Background: an optimization exercise with open tools, aiming at small area, a short achievable clock period and few clock cycles per item. Do not read the settings as production practice.
At most, simulation tests tie the RTL to the original design; equivalence was not proved.
Power is estimated from default activity; no workload was simulated.

==> inputs of run a <==
## linked_piece_set_table
module linked_piece_set_table (
    input  logic        clk,
    input  logic        rst_n,
    input  logic        s_tvalid,
    output logic        s_tready,
    input  logic [15:0] s_tdata,
    output logic        m_tvalid,
    input  logic        m_tready,
    output logic [7:0]  m_tdata
);
==> module linked_piece_set_table, before the edit <==
module linked_piece_set_table (
    input  logic        clk,
    input  logic        rst_n,
    input  logic        s_tvalid,
    output logic        s_tready,
    input  logic [15:0] s_tdata,
    output logic        m_tvalid,
    input  logic        m_tready,
    output logic [7:0]  m_tdata
);
    localparam int N = 32;
    logic [13:0]  key_q [N];
    logic [N-1:0] valid_q;
    logic [N-1:0] valid_d;
    logic         i_valid;
    logic [1:0]   i_cmd;
    logic [N-1:0] i_match;
    logic         q0v, q1v;
    logic         q1_free;
    logic [6:0]   q0d, q1d;
    logic         take;
    logic         exec;
    logic         pop;
    assign take     = q1_free;
    assign exec     = i_valid && q1_free;
    assign pop      = q0v && m_tready;
    assign s_tready = q1_free;
    always_ff @(posedge clk or negedge rst_n)
    begin
        if (!rst_n)
            i_valid <= 1'b0;
        else if (take)
            i_valid <= s_tvalid;
    end
    always_ff @(posedge clk)
    begin
        if (take)
        begin
            i_cmd <= s_tdata[1:0];
            for (int i = 0; i < N; i++)
                i_match[i] <= (key_q[i] == s_tdata[15:2]);
        end
    end
    logic [N-1:0] hit;
    logic [N-1:0] lowfree;
    logic         any_hit;
    logic         full;
    logic [4:0]   hit_idx;
    logic [4:0]   free_idx;
    assign hit     = valid_q & i_match;
    assign any_hit = |hit;
    assign full    = &valid_q;
    assign lowfree[0] = !valid_q[0];
    for (genvar g = 1; g < N; g++)
    begin : g_lowfree
        assign lowfree[g] = !valid_q[g] && (&valid_q[g-1:0]);
    end
    always_comb
    begin
        hit_idx  = '0;
        free_idx = '0;
        for (int i = 0; i < N; i++)
        begin
            hit_idx  = hit_idx  | ({5{hit[i]}} & 5'(i));
            free_idx = free_idx | ({5{lowfree[i]}} & 5'(i));
        end
    end
    logic is_find, is_add, is_rem, is_clr;
    assign is_find = (i_cmd == 2'd0);
    assign is_add  = (i_cmd == 2'd1);
    assign is_rem  = (i_cmd == 2'd2);
    assign is_clr  = (i_cmd == 2'd3);
    logic [1:0] r_status;
    logic [4:0] r_slot;
    logic [6:0] r_data;
    always_comb
    begin
        r_status[1] = is_add && (any_hit || full);
        r_status[0] = ((is_find || is_rem) && !any_hit) || (is_add && !any_hit && full);
        if (is_add)
            r_slot = (any_hit || full) ? 5'd0 : free_idx;
        else if (is_clr)
            r_slot = 5'd0;
        else
            r_slot = hit_idx;
        r_data = {r_slot, r_status};
    end
    always_comb
    begin
        valid_d = valid_q;
        if (exec)
        begin
            if (is_clr)
                valid_d = '0;
            else if (is_rem)
                valid_d = valid_q & ~hit;
            else if (is_add && !any_hit)
                valid_d = valid_q | lowfree;
        end
    end
    always_ff @(posedge clk or negedge rst_n)
    begin
        if (!rst_n)
            valid_q <= '0;
        else
            valid_q <= valid_d;
    end
    always_ff @(posedge clk)
    begin
        for (int i = 0; i < N; i++)
            if (take && !valid_d[i])
                key_q[i] <= s_tdata[15:2];
    end
    always_ff @(posedge clk or negedge rst_n)
    begin
        if (!rst_n)
        begin
            q0v     <= 1'b0;
            q1v     <= 1'b0;
            q1_free <= 1'b1;
        end
        else
        begin
            if (pop)
            begin
                q0v     <= q1v || exec;
                q1v     <= q1v && exec;
                q1_free <= !(q1v && exec);
            end
            else
            begin
                q0v     <= q0v || exec;
                q1v     <= q1v || (q0v && exec);
                q1_free <= !(q1v || (q0v && exec));
            end
        end
    end
    always_ff @(posedge clk)
    begin
        if (pop ? !q1v : !q0v)
            q0d <= r_data;
        else if (pop)
            q0d <= q1d;
        if (pop ? q1v : (q0v && !q1v))
            q1d <= r_data;
    end
    assign m_tvalid = q0v;
    assign m_tdata  = {1'b0, q0d};
endmodule
Settings: LEC_CHECK=0, ABC_CLOCK_PERIOD_IN_PS=3000, CAP_MARGIN=20, CORE_MARGIN=2, CORE_UTILIZATION=40, SETUP_SLACK_MARGIN=3.5, SLEW_MARGIN=20; clock period 6.5 ns.
run.sh (not shown) runs the stock make flow with config.mk's settings and CLKGATE_MAP_FILE= SYNTH_SCRIPT=/design/flow/synth_recipe.tcl, a recipe that flattens the netlist after the stock synthesis.
==> inputs of run b, as changes to run a <==
--- a/flow/design.v
+++ b/flow/design.v
@@ -28,32 +28,27 @@
     logic [N-1:0] valid_d;
     logic         i_valid;
     logic [1:0]   i_cmd;
-    logic [N-1:0] i_match;
-    logic         q0v, q1v;
-    logic         q1_free;
-    logic [6:0]   q0d, q1d;
-    logic         take;
-    logic         exec;
+    logic [N-1:0] i_hit;
+    logic [2:0]   qv;           
+    logic [6:0]   qd [3];
+    logic         rdy_q;
+    logic         accept;
     logic         pop;
-    assign take     = q1_free;
-    assign exec     = i_valid && q1_free;
-    assign pop      = q0v && m_tready;
-    assign s_tready = q1_free;
+    assign accept   = s_tvalid && rdy_q;
+    assign pop      = qv[0] && m_tready;
+    assign s_tready = rdy_q;
     always_ff @(posedge clk or negedge rst_n)
     begin
         if (!rst_n)
             i_valid <= 1'b0;
-        else if (take)
-            i_valid <= s_tvalid;
+        else
+            i_valid <= accept;
     end
     always_ff @(posedge clk)
     begin
-        if (take)
-        begin
-            i_cmd <= s_tdata[1:0];
-            for (int i = 0; i < N; i++)
-                i_match[i] <= (key_q[i] == s_tdata[15:2]);
-        end
+        i_cmd <= s_tdata[1:0];
+        for (int i = 0; i < N; i++)
+            i_hit[i] <= valid_d[i] && (key_q[i] == s_tdata[15:2]);
     end
     logic [N-1:0] hit;
     logic [N-1:0] lowfree;
@@ -61,7 +56,7 @@
     logic         full;
     logic [4:0]   hit_idx;
     logic [4:0]   free_idx;
-    assign hit     = valid_q & i_match;
+    assign hit     = i_hit;
     assign any_hit = |hit;
     assign full    = &valid_q;
     assign lowfree[0] = !valid_q[0];
@@ -102,7 +97,7 @@
     always_comb
     begin
         valid_d = valid_q;
-        if (exec)
+        if (i_valid)
         begin
             if (is_clr)
                 valid_d = '0;
@@ -122,42 +117,47 @@
     always_ff @(posedge clk)
     begin
         for (int i = 0; i < N; i++)
-            if (take && !valid_d[i])
+            if (!valid_d[i])
                 key_q[i] <= s_tdata[15:2];
+    end
+    logic [2:0] qv_d;
+    always_comb
+    begin
+        if (pop)
+            qv_d = {1'b0, qv[2:1]};
+        else
+            qv_d = qv;
+        if (i_valid)
+            qv_d = {qv_d[1:0], 1'b1};
     end
     always_ff @(posedge clk or negedge rst_n)
     begin
         if (!rst_n)
         begin
-            q0v     <= 1'b0;
-            q1v     <= 1'b0;
-            q1_free <= 1'b1;
+            qv    <= '0;
+            rdy_q <= 1'b0;
         end
         else
         begin
-            if (pop)
-            begin
-                q0v     <= q1v || exec;
-                q1v     <= q1v && exec;
-                q1_free <= !(q1v && exec);
-            end
-            else
-            begin
-                q0v     <= q0v || exec;
-                q1v     <= q1v || (q0v && exec);
-                q1_free <= !(q1v || (q0v && exec));
-            end
+            qv    <= qv_d;
+            rdy_q <= !(qv_d[2] || (qv_d[1] && accept));
         end
     end
     always_ff @(posedge clk)
     begin
-        if (pop ? !q1v : !q0v)
-            q0d <= r_data;
-        else if (pop)
-            q0d <= q1d;
-        if (pop ? q1v : (q0v && !q1v))
-            q1d <= r_data;
+        if (pop)
+        begin
+            qd[0] <= qv[1] ? qd[1] : r_data;
+            qd[1] <= qv[2] ? qd[2] : r_data;
+            qd[2] <= r_data;
+        end
+        else
+        begin
+            if (!qv[0]) qd[0] <= r_data;
+            if (!qv[1]) qd[1] <= r_data;
+            if (!qv[2]) qd[2] <= r_data;
+        end
     end
-    assign m_tvalid = q0v;
-    assign m_tdata  = {1'b0, q0d};
+    assign m_tvalid = qv[0];
+    assign m_tdata  = {1'b0, qd[0]};
 endmodule
==> flow/config.mk (replaced) <==
export PLATFORM = sky130hd
export DESIGN_NAME = linked_piece_set_table
export DESIGN_NICKNAME = linked_piece_set_table
export VERILOG_FILES = /design/flow/design.v
export SDC_FILE = /design/flow/constraint.sdc
export NUM_CORES = 4
export LEC_CHECK = 0
export CAP_MARGIN = 20
export CORE_MARGIN = 2
export CORE_UTILIZATION = 50
export CTS_CLUSTER_DIAMETER = 100
export CTS_CLUSTER_SIZE = 30
export PLACE_DENSITY = 0.75
export SETUP_SLACK_MARGIN = 4.1
export SLEW_MARGIN = 20
export TNS_END_PERCENT = 20
==> inputs of run c, as changes to run a <==
--- a/flow/design.v
+++ b/flow/design.v
@@ -29,31 +29,26 @@
     logic         i_valid;
     logic [1:0]   i_cmd;
     logic [N-1:0] i_match;
-    logic         q0v, q1v;
-    logic         q1_free;
-    logic [6:0]   q0d, q1d;
-    logic         take;
-    logic         exec;
+    logic [2:0]   qv;           
+    logic [6:0]   qd [3];
+    logic         rdy_q;
+    logic         accept;
     logic         pop;
-    assign take     = q1_free;
-    assign exec     = i_valid && q1_free;
-    assign pop      = q0v && m_tready;
-    assign s_tready = q1_free;
+    assign accept   = s_tvalid && rdy_q;
+    assign pop      = qv[0] && m_tready;
+    assign s_tready = rdy_q;
     always_ff @(posedge clk or negedge rst_n)
     begin
         if (!rst_n)
             i_valid <= 1'b0;
-        else if (take)
-            i_valid <= s_tvalid;
+        else
+            i_valid <= accept;
     end
     always_ff @(posedge clk)
     begin
-        if (take)
-        begin
-            i_cmd <= s_tdata[1:0];
-            for (int i = 0; i < N; i++)
-                i_match[i] <= (key_q[i] == s_tdata[15:2]);
-        end
+        i_cmd <= s_tdata[1:0];
+        for (int i = 0; i < N; i++)
+            i_match[i] <= (key_q[i] == s_tdata[15:2]);
     end
     logic [N-1:0] hit;
     logic [N-1:0] lowfree;
@@ -102,7 +97,7 @@
     always_comb
     begin
         valid_d = valid_q;
-        if (exec)
+        if (i_valid)
         begin
             if (is_clr)
                 valid_d = '0;
@@ -122,42 +117,47 @@
     always_ff @(posedge clk)
     begin
         for (int i = 0; i < N; i++)
-            if (take && !valid_d[i])
+            if (!valid_d[i])
                 key_q[i] <= s_tdata[15:2];
+    end
+    logic [2:0] qv_d;
+    always_comb
+    begin
+        if (pop)
+            qv_d = {1'b0, qv[2:1]};
+        else
+            qv_d = qv;
+        if (i_valid)
+            qv_d = {qv_d[1:0], 1'b1};
     end
     always_ff @(posedge clk or negedge rst_n)
     begin
         if (!rst_n)
         begin
-            q0v     <= 1'b0;
-            q1v     <= 1'b0;
-            q1_free <= 1'b1;
+            qv    <= '0;
+            rdy_q <= 1'b0;
         end
         else
         begin
-            if (pop)
-            begin
-                q0v     <= q1v || exec;
-                q1v     <= q1v && exec;
-                q1_free <= !(q1v && exec);
-            end
-            else
-            begin
-                q0v     <= q0v || exec;
-                q1v     <= q1v || (q0v && exec);
-                q1_free <= !(q1v || (q0v && exec));
-            end
+            qv    <= qv_d;
+            rdy_q <= !(qv_d[2] || (qv_d[1] && accept));
         end
     end
     always_ff @(posedge clk)
     begin
-        if (pop ? !q1v : !q0v)
-            q0d <= r_data;
-        else if (pop)
-            q0d <= q1d;
-        if (pop ? q1v : (q0v && !q1v))
-            q1d <= r_data;
+        if (pop)
+        begin
+            qd[0] <= qv[1] ? qd[1] : r_data;
+            qd[1] <= qv[2] ? qd[2] : r_data;
+            qd[2] <= r_data;
+        end
+        else
+        begin
+            if (!qv[0]) qd[0] <= r_data;
+            if (!qv[1]) qd[1] <= r_data;
+            if (!qv[2]) qd[2] <= r_data;
+        end
     end
-    assign m_tvalid = q0v;
-    assign m_tdata  = {1'b0, q0d};
+    assign m_tvalid = qv[0];
+    assign m_tdata  = {1'b0, qd[0]};
 endmodule
--- a/flow/config.mk
+++ b/flow/config.mk
@@ -5,9 +5,10 @@
 export SDC_FILE = /design/flow/constraint.sdc
 export NUM_CORES = 4
 export LEC_CHECK = 0
-export ABC_CLOCK_PERIOD_IN_PS = 3000
 export CAP_MARGIN = 20
 export CORE_MARGIN = 2
 export CORE_UTILIZATION = 40
-export SETUP_SLACK_MARGIN = 3.5
+export CTS_CLUSTER_DIAMETER = 100
+export CTS_CLUSTER_SIZE = 30
+export SETUP_SLACK_MARGIN = 4.1
 export SLEW_MARGIN = 20
==> comparison <==
- Run a produced a clean layout. Run b completed with no timing, DRC or antenna violations. Run c finished with timing, DRC and antenna clean.
- The highest sequential share of layout area belongs to run b, the lowest to run c.
- In run a the routed wire length is larger than in run c, by 0.37%.
- First-iteration DRC count: run a < run c < run b.
- Between run b and run a, the lower global-route usage is in run a (gap 1.5 points).
- Maximum frequency: run b is larger than run a (about 23%).
- Between run a and run c, the lower clock power is in run c (gap 86%, measured against run c).
- Register-to-register slack: run a < run c < run b.
- Synthesized cell count, highest first: run a, run c, run b.
- Clock skew, highest first: run a, run b, run c.
- The lowest utilization belongs to run a, the highest to run b.
- In run c the power is larger than in run b, by 3.2%.
==> figures <==
item	run b	run c	run a
Status	finished clean	finished clean	finished clean
Peak supply drop	0.192 mV	0.198 mV	0.210 mV
Maximum number of pins on one net before global-route repair	53	52	65
Initial antenna violation count	0	1	1
Worst min-delay path endpoint	qd[2][1]	qd[2][0]	q0d[1]
Area of the multi-input gates	7020 um^2	7580 um^2	7040 um^2
Initial drt markers	1369	1258	1018
Wire length of the first global-routing pass	72400 um	79700 um	83000 um
Critical path data arrival time	2.83 ns	2.89 ns	3.19 ns
Non-clock buffer count	101	112	71
Inst Count DP	2141	2310	2333
Multi-input gate share of total cell area	27.9%	29.0%	26.8%
Seq. cell area	15600 um^2	15600 um^2	15800 um^2
Clock Buffer Count	37	34	79
Clock group	1.71 mW	1.71 mW	3.18 mW
Multi-input gates	899	960	963
Final clock period utilization by the worst path	37.2%	39.2%	45.6%
Dpl hpwl	27500 um	31500 um	32100 um
H-tree depth	1	1	2
Clock period minus final worst setup slack	2.42 ns	2.55 ns	2.96 ns
Non-clock buffer share of cell area	3.82%	4.95%	2.42%
Cell Count, Final, Fillers Out	2212	2419	2446
Simple-gate share of the synthesized area	7.87%	8.18%	8.55%
Testbench counts of run b, summed over its fixed seeds: cycles 24,016, items 24,000.
Testbench counts of run c, summed over its fixed seeds: cycles 24,016, items 24,000.
The RTL of run a was laid out without a check of its function.

========
==> inputs of run Y <==
==> flow/design.v <==
package lpst_pkg;
    localparam int KEY_W   = 14;
    localparam int SLOT_W  = 5;
    localparam int IN_W    = 16;
    localparam int OUT_W   = 8;
    localparam logic [1:0] CMD_FIND   = 2'd0;
    localparam logic [1:0] CMD_ADD    = 2'd1;
    localparam logic [1:0] CMD_REMOVE = 2'd2;
    localparam logic [1:0] CMD_CLEAR  = 2'd3;
    localparam logic [1:0] ST_DONE      = 2'd0;
    localparam logic [1:0] ST_NOT_FOUND = 2'd1;
    localparam logic [1:0] ST_DUPLICATE = 2'd2;
    localparam logic [1:0] ST_POOL_FULL = 2'd3;
endpackage
module linked_piece_set_table (
    input  logic        clk,
    input  logic        rst_n,
    input  logic        s_tvalid,
    output logic        s_tready,
    input  logic [15:0] s_tdata,
    output logic        m_tvalid,
    input  logic        m_tready,
    output logic [7:0]  m_tdata
);
    localparam int N = 32;
    logic [13:0]  key_q [N];
    logic [N-1:0] valid_q;
    logic [N-1:0] valid_d;
    logic         i_valid;
    logic [1:0]   i_cmd;
    logic [N-1:0] i_match;
    logic [2:0]   qv;           
    logic [6:0]   qd [3];
    logic         rdy_q;
    logic         accept;
    logic         pop;
    assign accept   = s_tvalid && rdy_q;
    assign pop      = qv[0] && m_tready;
    assign s_tready = rdy_q;
    always_ff @(posedge clk or negedge rst_n)
    begin
        if (!rst_n)
            i_valid <= 1'b0;
        else
            i_valid <= accept;
    end
    always_ff @(posedge clk)
    begin
        i_cmd <= s_tdata[1:0];
        for (int i = 0; i < N; i++)
            i_match[i] <= (key_q[i] == s_tdata[15:2]);
    end
    logic [N-1:0] hit;
    logic [N-1:0] lowfree;
    logic         any_hit;
    logic         full;
    logic [4:0]   hit_idx;
    logic [4:0]   free_idx;
    assign hit     = valid_q & i_match;
    assign any_hit = |hit;
    assign full    = &valid_q;
    assign lowfree[0] = !valid_q[0];
    for (genvar g = 1; g < N; g++)
    begin : g_lowfree
        assign lowfree[g] = !valid_q[g] && (&valid_q[g-1:0]);
    end
    always_comb
    begin
        hit_idx  = '0;
        free_idx = '0;
        for (int i = 0; i < N; i++)
        begin
            hit_idx  = hit_idx  | ({5{hit[i]}} & 5'(i));
            free_idx = free_idx | ({5{lowfree[i]}} & 5'(i));
        end
    end
    logic is_find, is_add, is_rem, is_clr;
    assign is_find = (i_cmd == 2'd0);
    assign is_add  = (i_cmd == 2'd1);
    assign is_rem  = (i_cmd == 2'd2);
    assign is_clr  = (i_cmd == 2'd3);
    logic [1:0] r_status;
    logic [4:0] r_slot;
    logic [6:0] r_data;
    always_comb
    begin
        r_status[1] = is_add && (any_hit || full);
        r_status[0] = ((is_find || is_rem) && !any_hit) || (is_add && !any_hit && full);
        if (is_add)
            r_slot = (any_hit || full) ? 5'd0 : free_idx;
        else if (is_clr)
            r_slot = 5'd0;
        else
            r_slot = hit_idx;
        r_data = {r_slot, r_status};
    end
    always_comb
    begin
        valid_d = valid_q;
        if (i_valid)
        begin
            if (is_clr)
                valid_d = '0;
            else if (is_rem)
                valid_d = valid_q & ~hit;
            else if (is_add && !any_hit)
                valid_d = valid_q | lowfree;
        end
    end
    always_ff @(posedge clk or negedge rst_n)
    begin
        if (!rst_n)
            valid_q <= '0;
        else
            valid_q <= valid_d;
    end
    always_ff @(posedge clk)
    begin
        for (int i = 0; i < N; i++)
            if (!valid_d[i])
                key_q[i] <= s_tdata[15:2];
    end
    logic [2:0] qv_d;
    always_comb
    begin
        if (pop)
            qv_d = {1'b0, qv[2:1]};
        else
            qv_d = qv;
        if (i_valid)
            qv_d = {qv_d[1:0], 1'b1};
    end
    always_ff @(posedge clk or negedge rst_n)
    begin
        if (!rst_n)
        begin
            qv    <= '0;
            rdy_q <= 1'b0;
        end
        else
        begin
            qv    <= qv_d;
            rdy_q <= !(qv_d[2] || (qv_d[1] && accept));
        end
    end
    always_ff @(posedge clk)
    begin
        if (pop)
        begin
            qd[0] <= qv[1] ? qd[1] : r_data;
            qd[1] <= qv[2] ? qd[2] : r_data;
            qd[2] <= r_data;
        end
        else
        begin
            if (!qv[0]) qd[0] <= r_data;
            if (!qv[1]) qd[1] <= r_data;
            if (!qv[2]) qd[2] <= r_data;
        end
    end
    assign m_tvalid = qv[0];
    assign m_tdata  = {1'b0, qd[0]};
endmodule
==> flow/run.sh <==
#!/bin/bash
# synth_recipe.tcl (not shown) runs the flow's synth.tcl, then flattens the netlist and writes it again
# the make line also repeats each setting of config.mk as NAME=value (left out here)
make -C /OpenROAD-flow-scripts/flow DESIGN_CONFIG=/design/flow/config.mk WORK_HOME=/design/flow/orfs CLKGATE_MAP_FILE= SYNTH_SCRIPT=/design/flow/synth_recipe.tcl finish
==> flow/config.mk <==
export PLATFORM = sky130hd
export DESIGN_NAME = linked_piece_set_table
export DESIGN_NICKNAME = linked_piece_set_table
export VERILOG_FILES = /design/flow/design.v
export SDC_FILE = /design/flow/constraint.sdc
export NUM_CORES = 4
export LEC_CHECK = 0
export ABC_CLOCK_PERIOD_IN_PS = 4000
export CAP_MARGIN = 20
export CORE_MARGIN = 2
export CORE_UTILIZATION = 40
export SETUP_SLACK_MARGIN = 4.0
export SLEW_MARGIN = 20
==> flow/constraint.sdc <==
create_clock -name core_clock -period 6.5 [get_ports {clk}]
set_input_delay 1.3000 -clock core_clock [delete_from_list [all_inputs] [get_ports {clk}]]
set_output_delay 1.3000 -clock core_clock [all_outputs]
set_load 0.01 [all_outputs]
==> run D (differences from run Y) <==
--- a/flow/design.v
+++ b/flow/design.v
@@ -28,7 +28,7 @@
     logic [N-1:0] valid_d;
     logic         i_valid;
     logic [1:0]   i_cmd;
-    logic [N-1:0] i_match;
+    logic [13:0]  i_key;
     logic [2:0]   qv;           
     logic [6:0]   qd [3];
     logic         rdy_q;
@@ -47,8 +47,7 @@
     always_ff @(posedge clk)
     begin
         i_cmd <= s_tdata[1:0];
-        for (int i = 0; i < N; i++)
-            i_match[i] <= (key_q[i] == s_tdata[15:2]);
+        i_key <= s_tdata[15:2];
     end
     logic [N-1:0] hit;
     logic [N-1:0] lowfree;
@@ -56,7 +55,11 @@
     logic         full;
     logic [4:0]   hit_idx;
     logic [4:0]   free_idx;
-    assign hit     = valid_q & i_match;
+    always_comb
+    begin
+        for (int i = 0; i < N; i++)
+            hit[i] = valid_q[i] && (key_q[i] == i_key);
+    end
     assign any_hit = |hit;
     assign full    = &valid_q;
     assign lowfree[0] = !valid_q[0];
@@ -117,8 +120,8 @@
     always_ff @(posedge clk)
     begin
         for (int i = 0; i < N; i++)
-            if (!valid_d[i])
-                key_q[i] <= s_tdata[15:2];
+            if (!valid_q[i])
+                key_q[i] <= i_key;
     end
     logic [2:0] qv_d;
     always_comb
- ABC_CLOCK_PERIOD_IN_PS: 4000 -> default
- CTS_CLUSTER_DIAMETER: default -> 100
- CTS_CLUSTER_SIZE: default -> 30
==> run C (differences from run Y) <==
==> flow/design.v (replaced) <==
package lpst_pkg;
    localparam int KEY_W   = 14;
    localparam int SLOT_W  = 5;
    localparam int IN_W    = 16;
    localparam int OUT_W   = 8;
    localparam logic [1:0] CMD_FIND   = 2'd0;
    localparam logic [1:0] CMD_ADD    = 2'd1;
    localparam logic [1:0] CMD_REMOVE = 2'd2;
    localparam logic [1:0] CMD_CLEAR  = 2'd3;
    localparam logic [1:0] ST_DONE      = 2'd0;
    localparam logic [1:0] ST_NOT_FOUND = 2'd1;
    localparam logic [1:0] ST_DUPLICATE = 2'd2;
    localparam logic [1:0] ST_POOL_FULL = 2'd3;
endpackage
module linked_piece_set_table (
    input  logic        clk,
    input  logic        rst_n,
    input  logic        s_tvalid,
    output logic        s_tready,
    input  logic [15:0] s_tdata,
    output logic        m_tvalid,
    input  logic        m_tready,
    output logic [7:0]  m_tdata
);
    localparam int N = 32;
    logic        i_valid;
    logic [1:0]  i_cmd;
    logic [13:0] i_key;
    logic [13:0] key_q [N];
    logic [N-1:0] valid_q;
    logic        q0v, q1v;
    logic [6:0]  q0d, q1d;
    logic        exec;
    logic        pop;
    assign exec     = i_valid && !(q0v && q1v);
    assign s_tready = !i_valid || !(q0v && q1v);
    assign pop      = q0v && m_tready;
    always_ff @(posedge clk or negedge rst_n)
    begin
        if (!rst_n)
            i_valid <= 1'b0;
        else if (s_tready)
            i_valid <= s_tvalid;
    end
    always_ff @(posedge clk)
    begin
        if (s_tready)
        begin
            i_cmd <= s_tdata[1:0];
            i_key <= s_tdata[15:2];
        end
    end
    logic [N-1:0] hit;
    logic [N-1:0] lowfree;
    logic         any_hit;
    logic         full;
    logic [4:0]   hit_idx;
    logic [4:0]   free_idx;
    always_comb
    begin
        for (int i = 0; i < N; i++)
            hit[i] = valid_q[i] && (key_q[i] == i_key);
    end
    assign lowfree[0] = !valid_q[0];
    for (genvar g = 1; g < N; g++)
    begin : g_lowfree
        assign lowfree[g] = !valid_q[g] && (&valid_q[g-1:0]);
    end
    assign any_hit = |hit;
    assign full    = &valid_q;
    always_comb
    begin
        hit_idx  = '0;
        free_idx = '0;
        for (int i = 0; i < N; i++)
        begin
            hit_idx  = hit_idx  | ({5{hit[i]}} & 5'(i));
            free_idx = free_idx | ({5{lowfree[i]}} & 5'(i));
        end
    end
    logic is_find, is_add, is_rem, is_clr;
    assign is_find = (i_cmd == 2'd0);
    assign is_add  = (i_cmd == 2'd1);
    assign is_rem  = (i_cmd == 2'd2);
    assign is_clr  = (i_cmd == 2'd3);
    logic [1:0] r_status;
    logic [4:0] r_slot;
    logic [6:0] r_data;
    always_comb
    begin
        r_status[1] = is_add && (any_hit || full);
        r_status[0] = ((is_find || is_rem) && !any_hit) || (is_add && !any_hit && full);
        if (is_add)
            r_slot = (any_hit || full) ? 5'd0 : free_idx;
        else if (is_clr)
            r_slot = 5'd0;
        else
            r_slot = hit_idx;
        r_data = {r_slot, r_status};
    end
    always_ff @(posedge clk or negedge rst_n)
    begin
        if (!rst_n)
            valid_q <= '0;
        else if (exec)
        begin
            if (is_clr)
                valid_q <= '0;
            else if (is_rem)
                valid_q <= valid_q & ~hit;
            else if (is_add && !any_hit)
                valid_q <= valid_q | lowfree;
        end
    end
    always_ff @(posedge clk)
    begin
        for (int i = 0; i < N; i++)
            if (!valid_q[i])
                key_q[i] <= i_key;
    end
    always_ff @(posedge clk or negedge rst_n)
    begin
        if (!rst_n)
        begin
            q0v <= 1'b0;
            q1v <= 1'b0;
        end
        else
        begin
            if (pop)
            begin
                q0v <= q1v || exec;
                q1v <= q1v && exec;
            end
            else
            begin
                q0v <= q0v || exec;
                q1v <= q1v || (q0v && exec);
            end
        end
    end
    always_ff @(posedge clk)
    begin
        if (pop ? !q1v : !q0v)
            q0d <= r_data;
        else if (pop)
            q0d <= q1d;
        if (pop ? q1v : (q0v && !q1v))
            q1d <= r_data;
    end
    assign m_tvalid = q0v;
    assign m_tdata  = {1'b0, q0d};
endmodule
- ABC_CLOCK_PERIOD_IN_PS: 4000 -> 2500
==> summary of the runs <==
- Against run D, the routed wire length of run Y is lower by about 28%.
- Against run C, the global-route usage of run D is lower by 0.48 points.
- Between run C and run D, the lower cell count is in run D (gap about 1%, measured against run D).
- The lowest combinational power belongs to run Y, the highest to run C.
- Register-to-register slack, highest first: run Y, run D, run C.
- The lowest fmax belongs to run C, the highest to run Y.
==> figures <==
Async set-reset flop share out of synthesis: run D 7.09%; run C 6.82%; run Y 6.85%
Cell depth of the worst flop-to-flop path: run D 11; run C 11; run Y 8
Gp weighted congestion: run D 0.937; run C 0.985; run Y 0.893
Length of routed met2 wiring: run D 34500 um; run C 35300 um; run Y 24700 um
Routed wire length: run D 73400 um; run C 74700 um; run Y 53200 um
Measured slew at the worst slew-check pin: run D 0.986 ns; run C 0.945 ns; run Y 0.989 ns
Net switching power: run D 1.90 mW; run C 2.75 mW; run Y 1.98 mW
GR Layer Usage met2: run D 39.0%; run C 39.2%; run Y 27.8%
Status: run D no timing/DRC/antenna violations; run C no timing/DRC/antenna violations; run Y no timing/DRC/antenna violations
Worst setup endpoint: run D valid_q[13]; run C q0d[4]; run Y key_q[23][1]
Clock network power: run D 1.70 mW; run C 3.16 mW; run Y 3.08 mW
Number of synthesized register bits: run D 522; run C 513; run Y 540
Share of the core filled with cells in the final layout: run D 49.2%; run C 51.4%; run Y 47.0%
Testbench counts of run Y, summed over its fixed seeds: cycles 24,016, items 24,000.
Testbench counts of run C, summed over its fixed seeds: cycles 24,016, items 24,000.
Function not checked in run D: the RTL went through the layout flow alone.

[port drivers added, routing unchanged]
The results above use ideal ports. As a check the final layouts listed here were re-extracted and re-timed, cells and wires unchanged. Step 1 (the two cells are an assumption about what drives the block):
set clk [get_ports {clk}]
set_driving_cell -lib_cell sky130_fd_sc_hd__clkbuf_16 $clk
set_driving_cell -lib_cell sky130_fd_sc_hd__buf_2 [delete_from_list [all_inputs] $clk]
Step 2 adds t to the input delays and takes it off the output delays; t is the mean of the earliest and latest rising clock arrival at the registers after step 1. Input paths then give back, and output paths get back, about the clock's delay inside the block. Slacks: ideal ports / drivers / drivers and shift; pairs: ideal ports / drivers.
| run | t, ns | setup WS [ns] | worst hold slack (ns) | worst data-port slew with drivers (ns) |
|---|---|---|---|---|
| run a of note 1 | 0.655 | 3.538 / 3.538 / 3.054 | 0.527 / 0.527 / 0.527 | 0.05 |
| run b of note 1 | 0.617 | 4.083 / 4.052 / 3.515 | 0.480 / 0.480 / 0.480 | 0.06 |
| run c of note 1 | 0.631 | 3.952 / 3.952 / 3.529 | 0.472 / 0.472 / 0.472 | 0.06 |
| run Y of note 2 | 0.669 | 3.993 / 3.987 / 3.475 | 0.468 / 0.468 / 0.468 | 0.05 |
| run D of note 2 | 0.641 | 3.528 / 3.528 / 3.313 | 0.470 / 0.470 / 0.470 | 0.06 |
| run C of note 2 | 0.659 | 3.426 / 3.426 / 3.426 | 0.537 / 0.537 / 0.537 | 0.05 |
After both steps every run listed still meets setup and hold. The setup slack of run b of note 1, which loses most, moves by -0.031 ns with the drivers and by -0.568 ns with both steps.
